From an optimization exercise on the open Yosys and OpenROAD flow, aimed at small area, a short achievable clock period and few clock cycles per item; shortcuts taken in it are not production practice.
In this exercise RTL edits were held to simulation tests only and were not proved equivalent to the original.
Power is estimated from default activity; no workload was simulated.

== west ==
==> module simple_dma, before the edit <==
module simple_dma
(
  input  wire logic      Bus2IP_Clk,
  input  wire logic      rst,
  input  mst_pkg::mst_data_t      bus2ip_data,
  input  dma_pkg::dma_ce_t        bus2ip_wrce,
  input  dma_pkg::dma_ce_t        bus2ip_rdce,
  output mst_pkg::mst_data_t      ip2bus_data,
  output logic           ip2bus_wrack,
  output logic           ip2bus_rdack,
  input  wire logic      bus2ip_mst_cmdack,
  input  wire logic      bus2ip_mst_cmplt,
  input  mst_pkg::mst_data_t      bus2ip_mstrd_d,
  input  wire logic      bus2ip_mstrd_src_rdy_n,
  input  wire logic      bus2ip_mstwr_dst_rdy_n,
  output logic           ip2bus_mstrd_req,
  output logic           ip2bus_mstwr_req,
  output dma_pkg::dma_addr_t      ip2bus_mst_addr,
  output mst_pkg::mst_data_t      ip2bus_mstwr_d
);
  dma_pkg::dma_cfg_t cfg;
  logic     key;
  logic     busy_q;
  logic     rdreq_q;
  logic     wrreq_q;
  dma_pkg::dma_addr_t addr_q;
  dma_pkg::dma_addr_t next_q;
  logic [32-3:0] words_q;
  logic     part_q;
  mst_pkg::mst_data_t data_q;
  logic     start;
  logic     rd_cmplt;
  logic     wr_cmplt;
  logic     accept;
  logic     none_left;
  dma_regs u_regs (
    .Bus2IP_Clk(Bus2IP_Clk), .rst(rst),
    .bus2ip_data(bus2ip_data), .bus2ip_wrce(bus2ip_wrce), .bus2ip_rdce(bus2ip_rdce),
    .busy(busy_q), .ip2bus_data(ip2bus_data),
    .ip2bus_wrack(ip2bus_wrack), .ip2bus_rdack(ip2bus_rdack),
    .cfg(cfg), .key(key)
  );
  assign start     = key && !busy_q && (cfg.len != '0);
  assign rd_cmplt  = !bus2ip_mstrd_src_rdy_n;
  assign wr_cmplt  = !bus2ip_mstwr_dst_rdy_n;
  assign accept    = bus2ip_mst_cmdack || bus2ip_mst_cmplt;
  assign none_left = (words_q == '0) && !part_q;
  always_ff @(posedge Bus2IP_Clk)
  begin
    if (rst)
    begin
      busy_q  <= 1'b0;
      rdreq_q <= 1'b0;
      wrreq_q <= 1'b0;
    end
    else
    begin
      busy_q  <= start || (busy_q && !(wr_cmplt && none_left));
      rdreq_q <= start || (rdreq_q && !accept) || (busy_q && wr_cmplt && !none_left);
      wrreq_q <= (wrreq_q && !accept) || (busy_q && rd_cmplt);
    end
  end
  always_ff @(posedge Bus2IP_Clk)
  begin
    if (!busy_q)
    begin
      words_q <= cfg.len[32-1:2];
      part_q  <= |cfg.len[1:0];
    end
    else
    begin
      if (rd_cmplt)
      begin
        if (part_q)
          part_q  <= 1'b0;
        else
          words_q <= words_q - 1'b1;
      end
    end
  end
  logic     addr_load;
  logic     addr_step;
  logic     addr_hold;
  assign addr_load = !busy_q;
  assign addr_step = busy_q && bus2ip_mst_cmplt;
  assign addr_hold = busy_q && !bus2ip_mst_cmplt;
  always_ff @(posedge Bus2IP_Clk)
  begin
    addr_q <= ({32{addr_load}} & cfg.src)
            | ({32{addr_step}} & next_q)
            | ({32{addr_hold}} & addr_q);
    next_q <= ({32{addr_load}} & cfg.dst)
            | ({32{addr_step}} & (addr_q + dma_pkg::dma_addr_t'(4)))
            | ({32{addr_hold}} & next_q);
  end
  always_ff @(posedge Bus2IP_Clk)
  begin
    if (rd_cmplt)
      data_q <= bus2ip_mstrd_d;
  end
  assign ip2bus_mstrd_req = rdreq_q;
  assign ip2bus_mstwr_req = wrreq_q;
  assign ip2bus_mst_addr  = addr_q;
  assign ip2bus_mstwr_d   = data_q;
endmodule
clock: 5.0 ns
lec_check: 0
abc_clock_period_in_ps: 2000
cap_margin: 20
core_margin: 2
core_utilization: 65
cts_cluster_diameter: 70
cts_cluster_size: 25
place_density: 0.8
setup_slack_margin: 2.2
slew_margin: 20
standard.sh (not shown) runs the stock make flow with config.mk's settings and CLKGATE_MAP_FILE= SYNTH_SCRIPT=/design/flow/synth_recipe.tcl, a recipe that flattens the netlist after the stock synthesis.
==> flow/flow/run.sh <==
#!/bin/bash
# The standard flow (standard.sh) with these changes:
#  - synthesis maps combinational logic with flow/abc_map.script (see flow/synth.tcl);
#  - the port buffers are sky130_fd_sc_hd__buf_1 cells (the standard flow picks delay cells);
#  - a few slow combinational cells are added to the platform's don't-use list,
#    for synthesis and layout alike.
# Registers are mapped exactly as in the standard synthesis.
set -euo pipefail
W=$(pwd)
export BUFFER_PORTS_ARGS="-buffer_cell sky130_fd_sc_hd__buf_1"
export MY_ABC_SCRIPT=$W/flow/abc_map.script
export FLOW_SYNTH_TCL=$W/synth_recipe.tcl
DU="sky130_fd_sc_hd__probe_p_8 sky130_fd_sc_hd__probec_p_8 sky130_fd_sc_hd__lpflow_bleeder_1 sky130_fd_sc_hd__lpflow_clkbufkapwr_1 sky130_fd_sc_hd__lpflow_clkbufkapwr_16 sky130_fd_sc_hd__lpflow_clkbufkapwr_2 sky130_fd_sc_hd__lpflow_clkbufkapwr_4 sky130_fd_sc_hd__lpflow_clkbufkapwr_8 sky130_fd_sc_hd__lpflow_clkinvkapwr_1 sky130_fd_sc_hd__lpflow_clkinvkapwr_16 sky130_fd_sc_hd__lpflow_clkinvkapwr_2 sky130_fd_sc_hd__lpflow_clkinvkapwr_4 sky130_fd_sc_hd__lpflow_clkinvkapwr_8 sky130_fd_sc_hd__lpflow_decapkapwr_12 sky130_fd_sc_hd__lpflow_decapkapwr_3 sky130_fd_sc_hd__lpflow_decapkapwr_4 sky130_fd_sc_hd__lpflow_decapkapwr_6 sky130_fd_sc_hd__lpflow_decapkapwr_8 sky130_fd_sc_hd__lpflow_inputiso0n_1 sky130_fd_sc_hd__lpflow_inputiso0p_1 sky130_fd_sc_hd__lpflow_inputiso1n_1 sky130_fd_sc_hd__lpflow_inputiso1p_1 sky130_fd_sc_hd__lpflow_inputisolatch_1 sky130_fd_sc_hd__lpflow_isobufsrc_1 sky130_fd_sc_hd__lpflow_isobufsrc_16 sky130_fd_sc_hd__lpflow_isobufsrc_2 sky130_fd_sc_hd__lpflow_isobufsrc_4 sky130_fd_sc_hd__lpflow_isobufsrc_8 sky130_fd_sc_hd__lpflow_isobufsrckapwr_16 sky130_fd_sc_hd__lpflow_lsbuf_lh_hl_isowell_tap_1 sky130_fd_sc_hd__lpflow_lsbuf_lh_hl_isowell_tap_2 sky130_fd_sc_hd__lpflow_lsbuf_lh_hl_isowell_tap_4 sky130_fd_sc_hd__lpflow_lsbuf_lh_isowell_4 sky130_fd_sc_hd__lpflow_lsbuf_lh_isowell_tap_1 sky130_fd_sc_hd__lpflow_lsbuf_lh_isowell_tap_2 sky130_fd_sc_hd__lpflow_lsbuf_lh_isowell_tap_4 sky130_fd_sc_hd__a222oi_1 sky130_fd_sc_hd__or4_1 sky130_fd_sc_hd__or4_2 sky130_fd_sc_hd__or4_4 sky130_fd_sc_hd__nor4_1 sky130_fd_sc_hd__nor4_2 sky130_fd_sc_hd__nor4_4"
bash standard.sh "DONT_USE_CELLS=$DU" SYNTH_SCRIPT=$W/flow/synth.tcl synth > synth.log 2>&1
bash standard.sh "DONT_USE_CELLS=$DU" SYNTH_SCRIPT=$W/flow/synth.tcl  finish > layout.log 2>&1
Other scripts of this flow, unchanged in this note and not shown: flow/flow/abc_map.script, flow/flow/synth.tcl
Testbench counts of west, summed over its fixed seeds: cycles 59,953, words 6,547.
For middle, these inputs were changed with respect to west:
--- a/flow/design.v
+++ b/flow/design.v
@@ -90,13 +90,13 @@
   logic     key;
   logic     busy_q;
   logic     rdreq_q;
   logic     wrreq_q;
   dma_pkg::dma_addr_t addr_q;
   dma_pkg::dma_addr_t next_q;
-  logic [32-3:0] words_q;
+  logic [32-3:0] words_nq;
   logic     part_q;
   mst_pkg::mst_data_t data_q;
   logic     start;
   logic     rd_cmplt;
   logic     wr_cmplt;
   logic     accept;
@@ -109,13 +109,13 @@
     .cfg(cfg), .key(key)
   );
   assign start     = key && !busy_q && (cfg.len != '0);
   assign rd_cmplt  = !bus2ip_mstrd_src_rdy_n;
   assign wr_cmplt  = !bus2ip_mstwr_dst_rdy_n;
   assign accept    = bus2ip_mst_cmdack || bus2ip_mst_cmplt;
-  assign none_left = (words_q == '0) && !part_q;
+  assign none_left = (&words_nq) && !part_q;
   always_ff @(posedge Bus2IP_Clk)
   begin
     if (rst)
     begin
       busy_q  <= 1'b0;
       rdreq_q <= 1'b0;
@@ -125,29 +125,30 @@
     begin
       busy_q  <= start || (busy_q && !(wr_cmplt && none_left));
       rdreq_q <= start || (rdreq_q && !accept) || (busy_q && wr_cmplt && !none_left);
       wrreq_q <= (wrreq_q && !accept) || (busy_q && rd_cmplt);
     end
   end
+  logic                   words_dec;
+  logic [32-3:0] words_carry;
+  assign words_dec = busy_q && rd_cmplt && !part_q;
+  always_comb
+  begin
+    words_carry[0] = words_dec;
+    for (int i = 1; i < 32-2; i++)
+      words_carry[i] = words_carry[i-1] && words_nq[i-1];
+  end
   always_ff @(posedge Bus2IP_Clk)
   begin
+    for (int i = 0; i < 32-2; i++)
+      if (!busy_q || words_carry[i])
+        words_nq[i] <= busy_q ? !words_nq[i] : !cfg.len[i+2];
     if (!busy_q)
-    begin
-      words_q <= cfg.len[32-1:2];
-      part_q  <= |cfg.len[1:0];
-    end
-    else
-    begin
-      if (rd_cmplt)
-      begin
-        if (part_q)
-          part_q  <= 1'b0;
-        else
-          words_q <= words_q - 1'b1;
-      end
-    end
+      part_q <= |cfg.len[1:0];
+    else if (rd_cmplt)
+      part_q <= 1'b0;
   end
   logic     addr_load;
   logic     addr_step;
   logic     addr_hold;
   assign addr_load = !busy_q;
   assign addr_step = busy_q && bus2ip_mst_cmplt;
Taking west as the reference, in middle worst-case clock skew rose by 0.0077 ns, ratio of routed vias to standard cells fell by about 1.1%. middle vs west — met2 layer wire length in the routed design rose 5.9%. Relative to west, the sequential share of layout area of middle is higher by 0.16 points. On middle: global routing met1 resource utilization is 6.7 points lower than what west gave. middle ends up with lower combined area of all synthesized cells than west does. Between west and middle, the weighted congestion reported at the end of routability-driven placement is lower for middle. From west to middle the numbers moved as follows: cell leakage power now smaller; multiplexer fraction of the synthesized cell area now larger; overall routed net length now smaller; area overhead of the layout relative to synthesis now larger; final cycle utilization of the critical path now smaller. For number of non-clock buffers, dividing the value from west by the value from middle gives 0.940. middle reports a higher fmax than west does.
Testbench counts of middle, summed over its fixed seeds: cycles 59,953, words 6,547.

port drivers added, routing unchanged:
How much do the figures lean on ideal ports? The routed layouts below were timed once more, with nothing changed but the port constraints.
Step 1, drivers: a clkbuf_16 drives Bus2IP_Clk and a buf_2 each remaining input, both assumed.
Step 2 times the ports against the registers' clock, not the clock port: input delays grow and output delays shrink by t, the midpoint of the rising clock arrivals with the driver on.
Three values: ideal ports, drivers, drivers and shift; two values: the first two.
| run | shift t [ns] | slack for setup (ns) | cell pins on the clock port's net |
|---|---|---|---|
| west | 0.507 | 2.191 / 2.169 / 1.866 | 1 |
| middle | 0.504 | 2.201 / 2.173 / 2.070 | 1 |
After both steps setup and hold are still met in every run listed. For west, which loses most, drivers alone change the setup slack by -0.022 ns; drivers and shift together by -0.325 ns.
